This design comes from an exercise in tuning for small area, a short achievable clock period and few clock cycles per item on the open sky130 flow, not from production work.
RTL that was checked went through simulation tests only; none was proved equivalent to the original.
Power is estimated from default activity; no workload was simulated.

## risc14Exec
module risc14Exec
(
	input wire logic Clock_not,
	input wire logic rstN,
	input wire logic psel,
	input wire logic penable,
	input wire logic pwrite,
	input wire logic [8-1:0] paddr,
	input wire logic [32-1:0] pwdata,
	output logic [32-1:0] prdata,
	output logic pready,
	output logic pslverr
);
	localparam logic [3:0] K_CPY = 4'd0;   
	localparam logic [3:0] K_ADD = 4'd1;   
	localparam logic [3:0] K_VEC = 4'd2;   
	localparam logic [3:0] K_MULF = 4'd3;  
	localparam logic [3:0] K_NOT = 4'd4;
	localparam logic [3:0] K_AND = 4'd5;
	localparam logic [3:0] K_OR = 4'd6;
	localparam logic [3:0] K_XOR = 4'd7;
	localparam logic [3:0] K_SRL = 4'd8;
	localparam logic [3:0] K_SRA = 4'd9;
	localparam logic [3:0] K_ROTL = 4'd10;
	localparam logic [3:0] K_ROTR = 4'd11;
	logic [14-1:0] regFile [0:16-1];
	logic [12-1:0] statusReg;
	logic [14-1:0] opA;  
	logic [14-1:0] opB;  
	logic [4-1:0] destIdx;
	logic selAdd, selProp, selGen, selShr, selRotl, selNot, selCpy;
	logic isVec, fillRot, fillSign;
	logic wrCV, wrNZ, wrLane;
	logic isSub;
	logic commit;   
	logic mulBusy;  
	logic errQ;
	logic [5-1:0] wordIdx;
	logic [6-1:0] opc;
	logic setup;
	logic isReg, isInstr, isStatus;
	logic opcLegal, useImm, instrExec, hostWrite, isMul;
	logic [3:0] kNew;
	assign wordIdx = paddr[6:2];
	assign opc = pwdata[13:8];
	assign setup = psel & ~penable;
  ...
Settings: LEC_CHECK=0, ABC_AREA=1, CAP_MARGIN=20, CORE_MARGIN=2, CORE_UTILIZATION=50, SETUP_SLACK_MARGIN=5.0, SLEW_MARGIN=20, TNS_END_PERCENT=5; clock period 7.5 ns.
standard.sh (not shown) runs the stock make flow with config.mk's settings and CLKGATE_MAP_FILE= SYNTH_SCRIPT=/design/flow/synth_recipe.tcl, a recipe that flattens the netlist after the stock synthesis.
==> flow/flow/run.sh <==
#!/bin/bash
# Standard layout, with the port buffers made from plain buffers instead of
# the cell buffer_ports picks by default (often a delay cell).
set -e
cp standard.sh standard.sh.txt 2>/dev/null || true
export BUFFER_PORTS_ARGS="-buffer_cell sky130_fd_sc_hd__buf_4"
bash standard.sh > standard.log 2>&1
Then changed:
--- a/flow/design.v
+++ b/flow/design.v
@@ -349,20 +349,48 @@
 		wrLane <= setup & instrExec & (kNew == K_VEC);
 		opA <= nextA;
 		opB <= nextB;
 	end
 	logic [14-1:0] bx, prop, gen;
 	logic gapX, gapY;
-	logic [16:0] sum;
+	logic [14:0] ax, ay, ap, ag;
+	logic [15:0] gk [0:4];
+	logic [15:0] pk [0:4];
+	logic [16:0] sum;  
 	logic [14-1:0] addRes;
 	assign bx = opB ^ {14{isSub}};
-	assign prop = opA ^ bx;
-	assign gen = opA & bx;
 	assign gapX = ~isVec | isSub;
 	assign gapY = isVec & isSub;
-	assign sum = {1'b0, opA[13:7], gapX, opA[6:0], 1'b1} + {1'b0, bx[13:7], gapY, bx[6:0], isSub};
+	assign ax = {opA[13:7], gapX, opA[6:0]};
+	assign ay = {bx[13:7], gapY, bx[6:0]};
+	always_comb begin
+		for (int k = 0; k < 15; k++) begin
+			ap[k] = ax[k] ? ~ay[k] : ay[k];
+			ag[k] = ax[k] ? ay[k] : 1'b0;
+		end
+		gk[0] = {ag, isSub};
+		pk[0] = {ap, 1'b0};
+		for (int l = 0; l < 4; l++) begin
+			for (int k = 0; k < 16; k++) begin
+				if (k >= (1 << l)) begin
+					gk[l + 1][k] = gk[l][k] | (pk[l][k] & gk[l][k - (1 << l)]);
+					pk[l + 1][k] = pk[l][k] & pk[l][k - (1 << l)];
+				end else begin
+					gk[l + 1][k] = gk[l][k];
+					pk[l + 1][k] = pk[l][k];
+				end
+			end
+		end
+		sum[0] = 1'b0;
+		for (int k = 0; k < 15; k++) begin
+			sum[k + 1] = ap[k] ? ~gk[4][k] : gk[4][k];
+		end
+		sum[16] = gk[4][15];
+	end
+	assign prop = {ap[14:8], ap[6:0]};
+	assign gen = {ag[14:8], ag[6:0]};
 	assign addRes = {sum[15:9], sum[7:1]};
 	logic [1:0] shamt;
 	logic [2:0] fill;
 	logic [16:0] shrOut;
 	logic [27:0] rotl;
 	assign shamt = opB[1:0];
Die area increases by 0.50%.
Clock power is lower by about 7%.
Non-clock buffer count is higher by 52.
Via count climbs by 2.6%.
Design area rises by 3.8%.
Final cell count increases by 1.8%.
No functional check of the RTL was part of any run of this note.

========
the previous run:
Another version of the RTL of risc14Exec (not shown whole).
Size in the first run: ~2,200 cells after synthesis, about 290 flip-flops, ~79 I/O pins, ~18,000 um2 of cells after synthesis.
## risc14Exec
module risc14Exec
(
	input wire logic Clock_not,
	input wire logic rstN,
	input wire logic psel,
	input wire logic penable,
	input wire logic pwrite,
	input wire logic [8-1:0] paddr,
	input wire logic [32-1:0] pwdata,
	output logic [32-1:0] prdata,
	output logic pready,
	output logic pslverr
);
	localparam logic [3:0] K_CPY = 4'd0;   
	localparam logic [3:0] K_ADD = 4'd1;   
	localparam logic [3:0] K_VEC = 4'd2;   
	localparam logic [3:0] K_MULF = 4'd3;  
	localparam logic [3:0] K_NOT = 4'd4;
	localparam logic [3:0] K_AND = 4'd5;
	localparam logic [3:0] K_OR = 4'd6;
	localparam logic [3:0] K_XOR = 4'd7;
	localparam logic [3:0] K_SRL = 4'd8;
	localparam logic [3:0] K_SRA = 4'd9;
	localparam logic [3:0] K_ROTL = 4'd10;
	localparam logic [3:0] K_ROTR = 4'd11;
	localparam logic [3:0] K_NONE = 4'd15;  
	logic [14-1:0] regFile [0:16-1];
	logic [12-1:0] statusReg;
	logic [14-1:0] opA;  
	logic [14-1:0] opB;  
	logic [4-1:0] destIdx;
	logic [3:0] kOp;
	logic isSub;
	logic commit;   
	logic mulBusy;  
	logic errQ;
	logic [14-1:0] resQ;
	logic wrPend;
	logic [5-1:0] wordIdx;
	logic [6-1:0] opc;
	logic setup;
	logic isReg, isInstr, isStatus;
	logic opcLegal, useImm, instrExec, hostWrite, isMul;
	logic [3:0] kNew;
	assign wordIdx = paddr[6:2];
	assign opc = pwdata[13:8];
	assign setup = psel & ~penable;
	assign isReg = ~wordIdx[4];
	assign isInstr = (wordIdx == 5'd16);
	assign isStatus = (wordIdx == 5'd17);
	always_comb begin
		opcLegal = 1'b1;
		useImm = 1'b0;
		kNew = K_CPY;
		case (opc)
			6'h02: kNew = K_CPY;
			6'h05, 6'h06: kNew = K_ADD;
			6'h07, 6'h08: begin kNew = K_ADD; useImm = 1'b1; end
			6'h09: kNew = K_MULF;
			6'h0B: kNew = K_NOT;
			6'h0C: kNew = K_AND;
			6'h0D: kNew = K_OR;
			6'h0E: kNew = K_XOR;
			6'h0F: begin kNew = K_SRL; useImm = 1'b1; end
			6'h10: begin kNew = K_SRA; useImm = 1'b1; end
			6'h11: begin kNew = K_ROTL; useImm = 1'b1; end
			6'h12: begin kNew = K_ROTR; useImm = 1'b1; end
			6'h17, 6'h18: kNew = K_VEC;
			default: opcLegal = 1'b0;
		endcase
	end
	assign instrExec = isInstr & pwrite & opcLegal;
	assign hostWrite = isReg & pwrite;
  ...
==> flow/config.mk <==
export PLATFORM = sky130hd
export DESIGN_NAME = risc14Exec
export DESIGN_NICKNAME = risc14Exec
export VERILOG_FILES = /design/flow/design.v
export SDC_FILE = /design/flow/constraint.sdc
export NUM_CORES = 4
export LEC_CHECK = 0
export ABC_AREA = 1
export CAP_MARGIN = 20
export CORE_MARGIN = 2
export CORE_UTILIZATION = 50
export SETUP_SLACK_MARGIN = 4.5
export SLEW_MARGIN = 20
==> flow/constraint.sdc <==
create_clock -name core_clock -period 7.5 [get_ports {Clock_not}]
set_input_delay 1.5000 -clock core_clock [delete_from_list [all_inputs] [get_ports {Clock_not}]]
set_output_delay 1.5000 -clock core_clock [all_outputs]
set_load 0.01 [all_outputs]
Scripts as last shown in full above: flow/flow/run.sh
Here is what was changed in the inputs of the current run compared with the previous run.
-- flow/design.v --
<<< the previous run, line 252
	logic mulBusy;  
	logic errQ;
	logic [14-1:0] resQ;
	logic wrPend;
	logic [5-1:0] wordIdx;
	logic [6-1:0] opc;
>>> the current run, line 252
	logic mulBusy;  
	logic errQ;
	logic [5-1:0] wordIdx;
	logic [6-1:0] opc;
<<< the previous run, line 293
	mulTree mulUnit (.a(opA), .b(opB), .sumRow(mulSum), .carryRow(mulCarry));
	logic readA, writeA, selSr, keepB, immB;
	logic [16-1:0] selA, selB, pendHit;
	logic fwdA, fwdB;
	logic [14-1:0] portB, nextA, nextB;
	assign readA = ~mulBusy & ~pwrite;
>>> the current run, line 291
	mulTree mulUnit (.a(opA), .b(opB), .sumRow(mulSum), .carryRow(mulCarry));
	logic readA, writeA, selSr, keepB, immB;
	logic [16-1:0] selA, selB;
	logic [14-1:0] portB, nextA, nextB;
	assign readA = ~mulBusy & ~pwrite;
<<< the previous run, line 304
		nextA = ({14{mulBusy}} & mulSum)
			| ({14{selSr}} & {{(14-12){1'b0}}, statusReg});
		fwdA = wrPend & (((readA & isReg) & (wordIdx[4-1:0] == destIdx))
			| (writeA & (pwdata[7:4] == destIdx)));
		fwdB = wrPend & (pwdata[3:0] == destIdx);
		nextA = nextA | ({14{fwdA}} & resQ);
		portB = {14{fwdB}} & resQ;
		for (int i = 0; i < 16; i++) begin
			pendHit[i] = wrPend & (destIdx == i);
			selA[i] = ~pendHit[i] & ((readA & isReg & (wordIdx[4-1:0] == i))
				| (writeA & (pwdata[7:4] == i)));
			selB[i] = ~pendHit[i] & (pwdata[3:0] == i);
			nextA = nextA | ({14{selA[i]}} & regFile[i]);
			portB = portB | ({14{selB[i]}} & regFile[i]);
>>> the current run, line 301
		nextA = ({14{mulBusy}} & mulSum)
			| ({14{selSr}} & {{(14-12){1'b0}}, statusReg});
		portB = '0;
		for (int i = 0; i < 16; i++) begin
			selA[i] = (readA & isReg & (wordIdx[4-1:0] == i))
				| (writeA & (pwdata[7:4] == i));
			selB[i] = (pwdata[3:0] == i);
			nextA = nextA | ({14{selA[i]}} & regFile[i]);
			portB = portB | ({14{selB[i]}} & regFile[i]);
<<< the previous run, line 390
	assign wrLane = commit & isVec;
	always_ff @(posedge Clock_not) begin
		resQ <= result;
		wrPend <= rstN & commit;
	end
	always_ff @(posedge Clock_not) begin
		for (int i = 0; i < 16; i++) begin
			if (!rstN || (wrPend && destIdx == i)) begin
				regFile[i] <= rstN ? resQ : '0;
			end
		end
>>> the current run, line 382
	assign wrLane = commit & isVec;
	always_ff @(posedge Clock_not) begin
		for (int i = 0; i < 16; i++) begin
			if (!rstN || (commit && destIdx == i)) begin
				regFile[i] <= result;
			end
		end
Results
- Compared to the previous run, the current run has post-route standard cell area excluding fillers 4.2% lower.
- The current run has fewer flip-flops than the previous run.
- | area after synthesis | higher: the previous run |
- On source-to-sink clock delay at the later pin of the worst-skew pair: between the current run and the previous run, it ends up lower for the previous run.
- Comparing the current run and the previous run, area growth from synthesis to layout is lower on the previous run.
- Of the two candidates, the previous run has the worse die footprint and the current run the better one.
- Going from the previous run to the current run, synthesized instance count dropped 150; final wirelength decreased 5.6%; area taken by multi-input logic gates fell by about 5.4%.
- Summary of the current run over the previous run: pin count of the biggest net entering global routing down 19%, power in combinational cells up about 36%, placed wire-length estimate -4.4 mm.
Testbench counts of the current run, summed over its fixed seeds: cycles 19,530, transfers 9,600.
Only the layout flow was run in the previous run; the RTL was not checked for function there.

==> re-timing with driven ports <==
The results above use ideal ports. As a check the final layouts listed here were re-extracted and re-timed, cells and wires unchanged. Step 1 sets driving cells, clkbuf_16 on the clock port and buf_2 on the other inputs (assumed; they add their load-dependent delay and slew). Step 2 moves the port delays by t, midway between the first and last clock arrival at a register: inputs arrive t later, outputs are due t later. That takes back most of the time a late clock gives input paths. Slacks: no drivers / after step 1 / after step 2; pairs: no drivers / after step 1.
| run | t (ns) | setup slack, ns | latest minus earliest clock arrival (ns) | worst data-port slew with drivers (ns) |
|---|---|---|---|---|
| the first run of note 1 | 0.616 | 4.512 / 4.494 / 3.919 | 0.020 / 0.020 | 0.05 |
| the second run of note 1 | 0.621 | 4.542 / 4.572 / 3.951 | 0.022 / 0.021 | 0.07 |
| the previous run | 0.577 | 4.406 / 4.330 / 3.753 | 0.026 / 0.027 | 0.14 |
| the current run | 0.615 | 4.449 / 4.480 / 3.866 | 0.021 / 0.021 | 0.04 |
After both steps every run listed still meets setup and hold. For the previous run, which loses most, drivers alone change the setup slack by -0.076 ns; drivers and shift together by -0.653 ns.
